From an optimization exercise on the open Yosys and OpenROAD flow, aimed at small area, a short achievable clock period and few clock cycles per item; shortcuts taken in it are not production practice. Only the layout flow was run in this run; the RTL was not checked for function there. No activity file was given, so power comes from the tool's default toggle rates.

==> design/flow/design.v <==
package idct_pkg;
	localparam int N = 8;
	localparam int BLOCK_SIZE = N * N;
	localparam int P1_PW = 27;
	localparam int P1_AW = 30;
	localparam int T_W = 22;
	localparam int P2_AW = 32;
	function automatic logic [7:0] clip(input logic [31:0] s);
		if (s[31]) begin
			clip = 8'd0;
		end else if (|s[30:24]) begin
			clip = 8'hff;
		end else begin
			clip = s[23:16];
		end
	endfunction
endpackage
module block_buffer (
	input logic Clock,
	input logic Resetn,
	input logic [15:0] coeff_in,
	input logic coeff_valid,
	output logic coeff_ready,
	output logic [8:0] pix_out,
	output logic pix_valid,
	input logic pix_ready,
	input logic take,
	output logic in_full,
	output logic [15:0] in_data,
	input logic push,
	input logic [8:0] push_data,
	output logic out_room
);
	logic [8:0] second;
	logic second_valid;
	logic load;
	logic pop;
	assign coeff_ready = ~in_full | take;
	assign load = coeff_valid & coeff_ready;
	assign pop = pix_valid & pix_ready;
	assign out_room = ~second_valid;
	always_ff @(posedge Clock) begin
		if (load) begin
			in_data <= coeff_in;
		end
		if (!pix_valid || pop) begin
			if (second_valid) begin
				pix_out <= second;
			end else begin
				pix_out <= push_data;
			end
		end
		if (pix_valid && !pop && !second_valid) begin
			second <= push_data;
		end
	end
	always_ff @(posedge Clock or negedge Resetn) begin
		if (!Resetn) begin
			in_full <= 1'b0;
			pix_valid <= 1'b0;
			second_valid <= 1'b0;
		end else begin
			in_full <= load | (in_full & ~take);
			if (second_valid) begin
				if (pop) begin
					second_valid <= 1'b0;
				end
			end else if (pix_valid) begin
				pix_valid <= 1'b1;
				second_valid <= push & ~pop;
				if (pop && !push) begin
					pix_valid <= 1'b0;
				end
			end else begin
				pix_valid <= push;
			end
		end
	end
endmodule
module transpose_ram #(
	parameter int W = 22
) (
	input logic Clock,
	input logic en,
	input logic [5:0] pos,
	input logic [W-1:0] din,
	output logic [W-1:0] dout
);
	logic [5:0] pos1;
	logic [5:0] pos2;
	logic [W-1:0] s1;
	logic [W-1:0] s2;
	assign pos1 = pos - 6'd7;
	assign pos2 = pos - 6'd21;
	transpose_stage #(.W(W), .A(3), .B(0)) u_s0 (
		.Clock(Clock), .en(en), .pos(pos), .din(din), .dout(s1));
	transpose_stage #(.W(W), .A(4), .B(1)) u_s1 (
		.Clock(Clock), .en(en), .pos(pos1), .din(s1), .dout(s2));
	transpose_stage #(.W(W), .A(5), .B(2)) u_s2 (
		.Clock(Clock), .en(en), .pos(pos2), .din(s2), .dout(dout));
endmodule
module transpose_stage #(
	parameter int W = 22,
	parameter int A = 3,
	parameter int B = 0
) (
	input logic Clock,
	input logic en,
	input logic [5:0] pos,
	input logic [W-1:0] din,
	output logic [W-1:0] dout
);
	localparam int D = (1 << A) - (1 << B);
	logic [W-1:0] dl [D];
	logic early;
	assign early = pos[A] & ~pos[B];
	assign dout = early ? din : dl[D-1];
	always_ff @(posedge Clock) begin
		if (en) begin
			dl[0] <= early ? dl[D-1] : din;
			for (int i = 1; i < D; i++) begin
				dl[i] <= dl[i-1];
			end
		end
	end
endmodule
module mac_datapath #(
	parameter int IW = 16,
	parameter int PW = 27,
	parameter int AW = 30
) (
	input logic Clock,
	input logic en,
	input logic [2:0] k,
	input logic [IW-1:0] x,
	output logic [8*AW-1:0] acc_flat
);
	logic signed [PW-1:0] x1, x3, x5, x25, x39, x49, x181, x473, x520, x569, x1664;
	logic signed [PW-1:0] p1448, p2009, p1703, p1138, p400, p1892, p784;
	logic signed [PW-1:0] pm [4];
	logic neg [4];
	logic signed [AW-1:0] acc [8];
	always_comb begin
		x1 = PW'($signed(x));
		x3 = (x1 <<< 1) + x1;
		x5 = (x1 <<< 2) + x1;
		x520 = (x1 <<< 9) + (x1 <<< 3);
		x25 = (x3 <<< 3) + x1;
		x39 = (x5 <<< 3) - x1;
		x49 = (x3 <<< 4) + x1;
		x1664 = (x1 <<< 11) - (x3 <<< 7);
		x473 = (x1 <<< 9) - x39;
		p2009 = (x1 <<< 11) - x39;
		x181 = (x39 <<< 2) + x25;
		x569 = x520 + x49;
		p1703 = x1664 + x39;
		p1448 = x181 <<< 3;
		p1138 = x569 <<< 1;
		p400 = x25 <<< 4;
		p1892 = x473 <<< 2;
		p784 = x49 <<< 4;
	end
	always_comb begin
		case (k)
			3'd0: begin
				pm[0] = p1448; pm[1] = p1448; pm[2] = p1448; pm[3] = p1448;
				neg[0] = 1'b0; neg[1] = 1'b0; neg[2] = 1'b0; neg[3] = 1'b0;
			end
			3'd1: begin
				pm[0] = p2009; pm[1] = p1703; pm[2] = p1138; pm[3] = p400;
				neg[0] = 1'b0; neg[1] = 1'b0; neg[2] = 1'b0; neg[3] = 1'b0;
			end
			3'd2: begin
				pm[0] = p1892; pm[1] = p784; pm[2] = p784; pm[3] = p1892;
				neg[0] = 1'b0; neg[1] = 1'b0; neg[2] = 1'b1; neg[3] = 1'b1;
			end
			3'd3: begin
				pm[0] = p1703; pm[1] = p400; pm[2] = p2009; pm[3] = p1138;
				neg[0] = 1'b0; neg[1] = 1'b1; neg[2] = 1'b1; neg[3] = 1'b1;
			end
			3'd4: begin
				pm[0] = p1448; pm[1] = p1448; pm[2] = p1448; pm[3] = p1448;
				neg[0] = 1'b0; neg[1] = 1'b1; neg[2] = 1'b1; neg[3] = 1'b0;
			end
			3'd5: begin
				pm[0] = p1138; pm[1] = p2009; pm[2] = p400; pm[3] = p1703;
				neg[0] = 1'b0; neg[1] = 1'b1; neg[2] = 1'b0; neg[3] = 1'b0;
			end
			3'd6: begin
				pm[0] = p784; pm[1] = p1892; pm[2] = p1892; pm[3] = p784;
				neg[0] = 1'b0; neg[1] = 1'b1; neg[2] = 1'b0; neg[3] = 1'b1;
			end
			default: begin
				pm[0] = p400; pm[1] = p1138; pm[2] = p1703; pm[3] = p2009;
				neg[0] = 1'b0; neg[1] = 1'b1; neg[2] = 1'b0; neg[3] = 1'b1;
			end
		endcase
	end
	always_ff @(posedge Clock) begin
		if (en) begin
			for (int n = 0; n < 8; n++) begin
				logic signed [AW-1:0] base;
				logic signed [AW-1:0] term;
				logic sub;
				base = (k == 3'd0) ? '0 : acc[n];
				term = AW'(pm[(n < 4) ? n : 7 - n]);
				sub = neg[(n < 4) ? n : 7 - n] ^ ((n >= 4) & k[0]);
				acc[n] <= sub ? base - term : base + term;
			end
		end
	end
	always_comb begin
		for (int n = 0; n < 8; n++) begin
			acc_flat[n * AW +: AW] = acc[n];
		end
	end
endmodule
module idct_sequencer #(
	parameter int LAT = 116
) (
	input logic Clock,
	input logic Resetn,
	input logic in_full,
	input logic out_room,
	output logic adv,
	output logic take,
	output logic [5:0] idx,
	output logic out_valid,
	output logic out_last
);
	localparam int Q = LAT / 64;
	localparam int R = LAT % 64;
	logic [Q+1:0] tags;
	logic first;
	logic in_ok;
	logic pending;
	logic real_slot;
	logic [5:0] out_pos;
	assign first = (idx == 6'd0);
	assign pending = |tags[Q:0];
	assign real_slot = first ? in_full : tags[0];
	assign in_ok = first ? (in_full | pending) : (~tags[0] | in_full);
	assign adv = out_room & in_ok;
	assign take = adv & real_slot;
	assign out_pos = idx - 6'(R);
	assign out_last = (out_pos == 6'd63);
	always_comb begin
		if (first) begin
			out_valid = tags[Q];
		end else if (idx < 6'(R)) begin
			out_valid = tags[Q+1];
		end else begin
			out_valid = tags[Q];
		end
	end
	always_ff @(posedge Clock or negedge Resetn) begin
		if (!Resetn) begin
			idx <= '0;
			tags <= '0;
		end else if (adv) begin
			idx <= idx + 6'd1;
			if (first) begin
				tags <= {tags[Q:0], in_full};
			end
		end
	end
endmodule
module idct_top (
	input logic Clock,
	input logic Resetn,
	input logic [15:0] coeff_in,
	input logic coeff_valid,
	output logic coeff_ready,
	output logic [8:0] pix_out,
	output logic pix_valid,
	input logic pix_ready
);
	localparam int AW1 = idct_pkg::P1_AW;
	localparam int AW2 = idct_pkg::P2_AW;
	localparam int TW = idct_pkg::T_W;
	localparam int LAT_A = 9;
	localparam int LAT_TR = 49;
	localparam int LAT_B = 9;
	localparam int POS_T = LAT_A;
	localparam int POS_B = LAT_A + LAT_TR;
	localparam int POS_P = POS_B + LAT_B;
	localparam int LAT = POS_P + LAT_TR;
	logic adv;
	logic take;
	logic [5:0] idx;
	logic out_valid;
	logic out_last;
	logic in_full;
	logic [15:0] in_data;
	logic out_room;
	logic [8*AW1-1:0] acc1;
	logic [8*AW2-1:0] acc2;
	logic [TW-1:0] sh1 [8];
	logic [7:0] sh2 [8];
	logic [TW-1:0] t_col;
	logic [7:0] pix_row;
	logic [2:0] k2;
	logic [5:0] pos_t;
	logic [5:0] pos_p;
	idct_sequencer #(.LAT(LAT)) u_sequencer (
		.Clock(Clock), .Resetn(Resetn), .in_full(in_full), .out_room(out_room),
		.adv(adv), .take(take), .idx(idx), .out_valid(out_valid), .out_last(out_last));
	block_buffer u_buffer (
		.Clock(Clock), .Resetn(Resetn), .coeff_in(coeff_in), .coeff_valid(coeff_valid),
		.coeff_ready(coeff_ready), .pix_out(pix_out), .pix_valid(pix_valid),
		.pix_ready(pix_ready), .take(take), .in_full(in_full), .in_data(in_data),
		.push(adv & out_valid), .push_data({pix_row, out_last}), .out_room(out_room));
	mac_datapath #(.IW(16), .PW(idct_pkg::P1_PW), .AW(AW1)) u_pass1 (
		.Clock(Clock), .en(adv), .k(idx[2:0]), .x(in_data), .acc_flat(acc1));
	always_ff @(posedge Clock) begin
		if (adv) begin
			for (int n = 0; n < 8; n++) begin
				if (idx[2:0] == 3'd0) begin
					sh1[n] <= acc1[n * AW1 + 8 +: TW];
				end else if (n < 7) begin
					sh1[n] <= sh1[n + 1];
				end
			end
		end
	end
	assign pos_t = idx - 6'(POS_T);
	transpose_ram #(.W(TW)) u_tram (
		.Clock(Clock), .en(adv), .pos(pos_t), .din(sh1[0]), .dout(t_col));
	assign k2 = 3'(idx - 6'(POS_B));
	mac_datapath #(.IW(TW), .PW(AW2), .AW(AW2)) u_pass2 (
		.Clock(Clock), .en(adv), .k(k2), .x(t_col), .acc_flat(acc2));
	always_ff @(posedge Clock) begin
		if (adv) begin
			for (int m = 0; m < 8; m++) begin
				if (k2 == 3'd0) begin
					sh2[m] <= idct_pkg::clip(acc2[m * AW2 +: AW2]);
				end else if (m < 7) begin
					sh2[m] <= sh2[m + 1];
				end
			end
		end
	end
	assign pos_p = idx - 6'(POS_P);
	transpose_ram #(.W(8)) u_pram (
		.Clock(Clock), .en(adv), .pos(pos_p), .din(sh2[0]), .dout(pix_row));
endmodule
==> design/flow/run.sh <==
#!/bin/bash
# synth_recipe.tcl (not shown) runs the flow's synth.tcl, then flattens the netlist and writes it again
# the make line also repeats each setting of config.mk as NAME=value (left out here)
make -C /OpenROAD-flow-scripts/flow DESIGN_CONFIG=/design/flow/config.mk WORK_HOME=/design/flow/orfs CLKGATE_MAP_FILE= SYNTH_SCRIPT=/design/flow/synth_recipe.tcl finish
==> design/flow/config.mk <==
export PLATFORM = sky130hd
export DESIGN_NAME = idct_top
export DESIGN_NICKNAME = idct_top
export VERILOG_FILES = /design/flow/design.v
export SDC_FILE = /design/flow/constraint.sdc
export NUM_CORES = 4
export LEC_CHECK = 0
export CAP_MARGIN = 20
export CORE_MARGIN = 2
export CORE_UTILIZATION = 40
export SLEW_MARGIN = 20
==> design/flow/constraint.sdc <==
create_clock -name core_clock -period 12.0 [get_ports {Clock}]
set_input_delay 2.4000 -clock core_clock [delete_from_list [all_inputs] [get_ports {Clock}]]
set_output_delay 2.4000 -clock core_clock [all_outputs]
set_load 0.01 [all_outputs]
==> notes.md <==
-- through the flow --
| stage | hold slack, ns | area, µm² | util | setup WS [ns] | total power, W |
|---|---|---|---|---|---|
| CTS | 0.336 | 159000 | 0.478 | -0.170 | 0.0160 |
| floorplan | 0.400 | 134000 | - | -1.66 | 0.00868 |
| finish | 0.332 | 162000 | 0.485 | 0.255 | 0.0158 |
| detailed placement | 0.405 | 151000 | 0.453 | -0.943 | 0.00870 |
| global placement | 0.400 | 151000 | 0.453 | -0.921 | 0.00870 |
| global route | 0.352 | 162000 | 0.485 | -0.232 | 0.0163 |
-- sequential cells by signal (all words and copies together) (netlist names), 56 cells and up --
signal and flops:
sh1 176, sh2 64, u_pass1.acc 240, u_pass2.acc 256, u_pram.u_s0.dl 56, u_pram.u_s1.dl 112
u_pram.u_s2.dl 224, u_tram.u_s0.dl 154, u_tram.u_s1.dl 308, u_tram.u_s2.dl 616
-- cell families after synthesis --
| family | after synthesis | synth area share |
|---|---|---|
| AOI/OAI and AO/OA | 2898 | 0.142 |
| xor gates and xnor gates | 1149 | 0.0766 |
| adders and majority gates | 1004 | 0.0978 |
| buffers and inverters | 1138 | 0.0323 |
| DFF | 2252 | 0.504 |
| muxes | 137 | 0.0110 |
| and+or+nand+nor | 3863 | 0.136 |
-- timing repair --
item                                    in CTS  in global routing
gates resized for setup                    118                392
endpoints found under the setup margin      34                 48
setup buffers                               14                 64
gates cloned                                 0                  3
pin swaps                                   30                222
-- worst reg2reg max path: cells and delay by family (launching register included) --
kind | cells | cell delay [ns]
flip-flops | 1 | 0.38
XOR/XNOR | 5 | 0.86
buffers and inverters | 10 | 1.36
adder cells (fa/ha/maj) | 7 | 1.71
AO/OA/AOI/OAI | 29 | 4.82
AND/OR/NAND/NOR | 14 | 2.42
-- final timing paths --
kind	from	endpoint	slack, ns	cells past startpoint
min in group asynchronous	Resetn	u_buffer.in_full$_DFF_PN0_	2.01	1
worst max register to register	u_sequencer.idx[1]$_DFFE_PN0P_	u_pass2.acc[3][31]$_DFFE_PP_	0.26	65
worst max-delay path	u_sequencer.idx[1]$_DFFE_PN0P_	u_pass2.acc[3][31]$_DFFE_PP_	0.26	65
worst min-delay path	u_tram.u_s1.dl[5][4]$_DFFE_PP_	u_tram.u_s1.dl[6][4]$_DFFE_PP_	0.33	0
worst min register to register	u_tram.u_s1.dl[5][4]$_DFFE_PP_	u_tram.u_s1.dl[6][4]$_DFFE_PP_	0.33	0
max in group asynchronous	Resetn	u_sequencer.idx[2]$_DFFE_PN0P_	9.24	1
-- synthesized netlist by cell type (79+ instances only) --
library cell | instances | area share
nand2_1 | 1356 | 0.038
xor2_1 | 314 | 0.021
o31ai_1 | 112 | 0.0063
inv_1 | 704 | 0.020
a21oi_1 | 795 | 0.030
nor2_1 | 979 | 0.027
nor3_1 | 238 | 0.0089
edfxtp_1 | 2240 | 0.50
ha_1 | 904 | 0.084
a21boi_0 | 140 | 0.0078
o21ai_0 | 573 | 0.021
fa_1 | 79 | 0.012
and2_1 | 533 | 0.025
o21a_1 | 88 | 0.0049
or3_1 | 90 | 0.0042
a31oi_1 | 83 | 0.0039
nand2b_1 | 83 | 0.0039
xnor2_1 | 819 | 0.054
nand3_1 | 145 | 0.0054
clkbuf_1 | 325 | 0.0091
o21bai_1 | 169 | 0.0095
a21o_1 | 170 | 0.0095
-- power breakdown --
part | leakage, nW | internal (W) | switching, W
sequential | 16.2 | 0.00851 | 0
clock | 3.68 | 0.00410 | 0.00315
combinational | 39.6 | 0.00000554 | 0.0000108
-- metal layers --
layer	up-vias	routed length (µm)	track usage
met3	546	29800	0.0367
li1	48500	-	-
met2	3263	160000	0.318
met5	-	0	0
met4	0	11300	0.0614
met1	48800	187000	0.339
-- layout make-up --
class,count,area share
Inverter,720,0.0168
Tap cell,4387,0.0339
Sequential cell,2252,0.418
Antenna cell,27,0.000418
Clock buffer,293,0.0382
Multi-Input combinational cell,9051,0.399
Timing Repair Buffer,1766,0.0848
Clock inverter,144,0.00887
==> impl_metrics.py <==
metrics = {
    "run_status": {
        "status": "finished clean",
    },
    "timing": {
        "rsz0062_at_grt": "yes",
        "slew_headroom": 0.210,
        "fin_worst_skew_ns": 0.128,
        "hold_violations": 0,
        "post-route-min-period_ns": 11.74,
        "fmax_mhz": 85.1,
        "drv_slew": 0,
        "finalSetupTns_ns": 0,
        "period_share": 0.979,
        "tightest_slew_ns": 1.17,
        "setup_viol": 0,
    },
    "clocking": {
        "cts_tree": "yes",
        "numCtsBuffers": 238,
        "holdBufCountCts": 0,
        "cts.sinks": 2252,
        "clock_latency_ns": 0.98,
        "ctsHtreeMaxLevel": 4,
        "clkSlewWorstSetupHoldPaths_ns": 0.06,
        "cts_root_buf": "clkbuf_16",
        "cts_buffer_depth": 4,
    },
    "cells_and_area": {
        "layout.nets": 15000,
        "final_common_cell": "edfxtp_1",
        "final_cell_mix": "edfxtp_1 (2240), buf_4 (1700), nand2_1 (1339)",
        "area_growth_pct": 20.7,
        "multi_input_area_um2": 64600,
        "nFillCells": 30100,
        "final_cells": 18600,
        "layout-drive-gt1-share": 0.189,
        "seq_area_um2": 67600,
    },
    "drt": {
        "post_drt_wl_per_cell_um": 20.8,
        "drc_errors": 0,
        "vias": 101000,
        "drt_iter0_markers": 10100,
        "wl_mm": 388,
        "first_pass_iters": 6,
        "vias_per_cell": 5.42,
        "ant_nets": 0,
    },
    "critical_path": {
        "crit_top_cell": "buf_4",
        "critical-path-slowest-cell": "or4b_1",
        "crit_fanout": 7,
        "end_kind": "flop",
        "cp.arrival_ns": 12.46,
        "cp_data_required_time_ns": 12.71,
        "slowest_delay_ns": 0.55,
        "crit_family": "compound AO/OA/AOI/OAI gates",
        "critPathBufInv": 10,
        "worstSetupStartpointType": "flop",
        "critPathKind": "flop to flop",
    },
    "logic_synthesis": {
        "synth_edf_count": 2240,
        "ys_seq_area_frac": 0.504,
        "yosys_register_bits": 2252,
        "syn_nets": 13400,
        "yosys.cell_types.count": 116,
        "syn-cell-area_um2": 134000,
        "async_reset_ff_frac": 0.00533,
        "yosys_warnings": 27,
        "synth_cells": 12400,
        "ys.flop_type": "edfxtp_1",
        "synth_area_per_cell_um2": 10.8,
    },
    "floorplanning": {
        "initial_core_util": 0.402,
        "fp.dieH_um": 583,
        "io_pins": 31,
        "std_cell_rows": 212,
        "fp.dieArea_um2": 340000,
        "design.core.area_um2": 333000,
        "die_width_um": 583,
    },
    "job": {
        "cap_violations": 0,
    },
    "place": {
        "placed_cells": 18100,
        "dp_hpwl_mm": 287,
        "io_buffers": 30,
        "finalWeightedCongestion": 0.976,
    },
    "grt": {
        "grt_pass1_vias": 95200,
        "antenna_found_initial": 18,
        "grt_use_total": 0.221,
        "grt_pass1_wl_mm": 581,
        "grt_max_degree": 177,
        "overflow": 0,
    },
    "power_and_ir_drop": {
        "p_leak_nw": 59.5,
        "ir_drop_mv": 0.148,
        "p_per_area_nw_per_um2": 97.6,
    },
    "worst_hold_path": {
        "hold_path_class": "flop to flop",
    },
}

## what the ideal ports hide
Ports are ideal in the flow. The routed layout listed here was re-timed in OpenROAD.
Step 1 (the two cells are an assumption about what drives the block):
set clk [get_ports {Clock}]
set_driving_cell -lib_cell sky130_fd_sc_hd__clkbuf_16 $clk
set_driving_cell -lib_cell sky130_fd_sc_hd__buf_2 [delete_from_list [all_inputs] $clk]
Step 2 also shifts input and output timing later by t, the mid clock arrival at the registers, as if the neighbouring blocks saw the same clock.
Slacks: ideal / step 1 / step 2; pairs: ideal / step 1.
t (ns): 1.010
setup slack, ns: 0.255 / 0.255 / 0.255
worst setup path after step 2: register to register
worst slew at a driven data input, ns: 0.05
After both steps this run still meets setup and hold. The setup slack of this run moves by 0.000 ns with the drivers and by 0.000 ns with both steps.
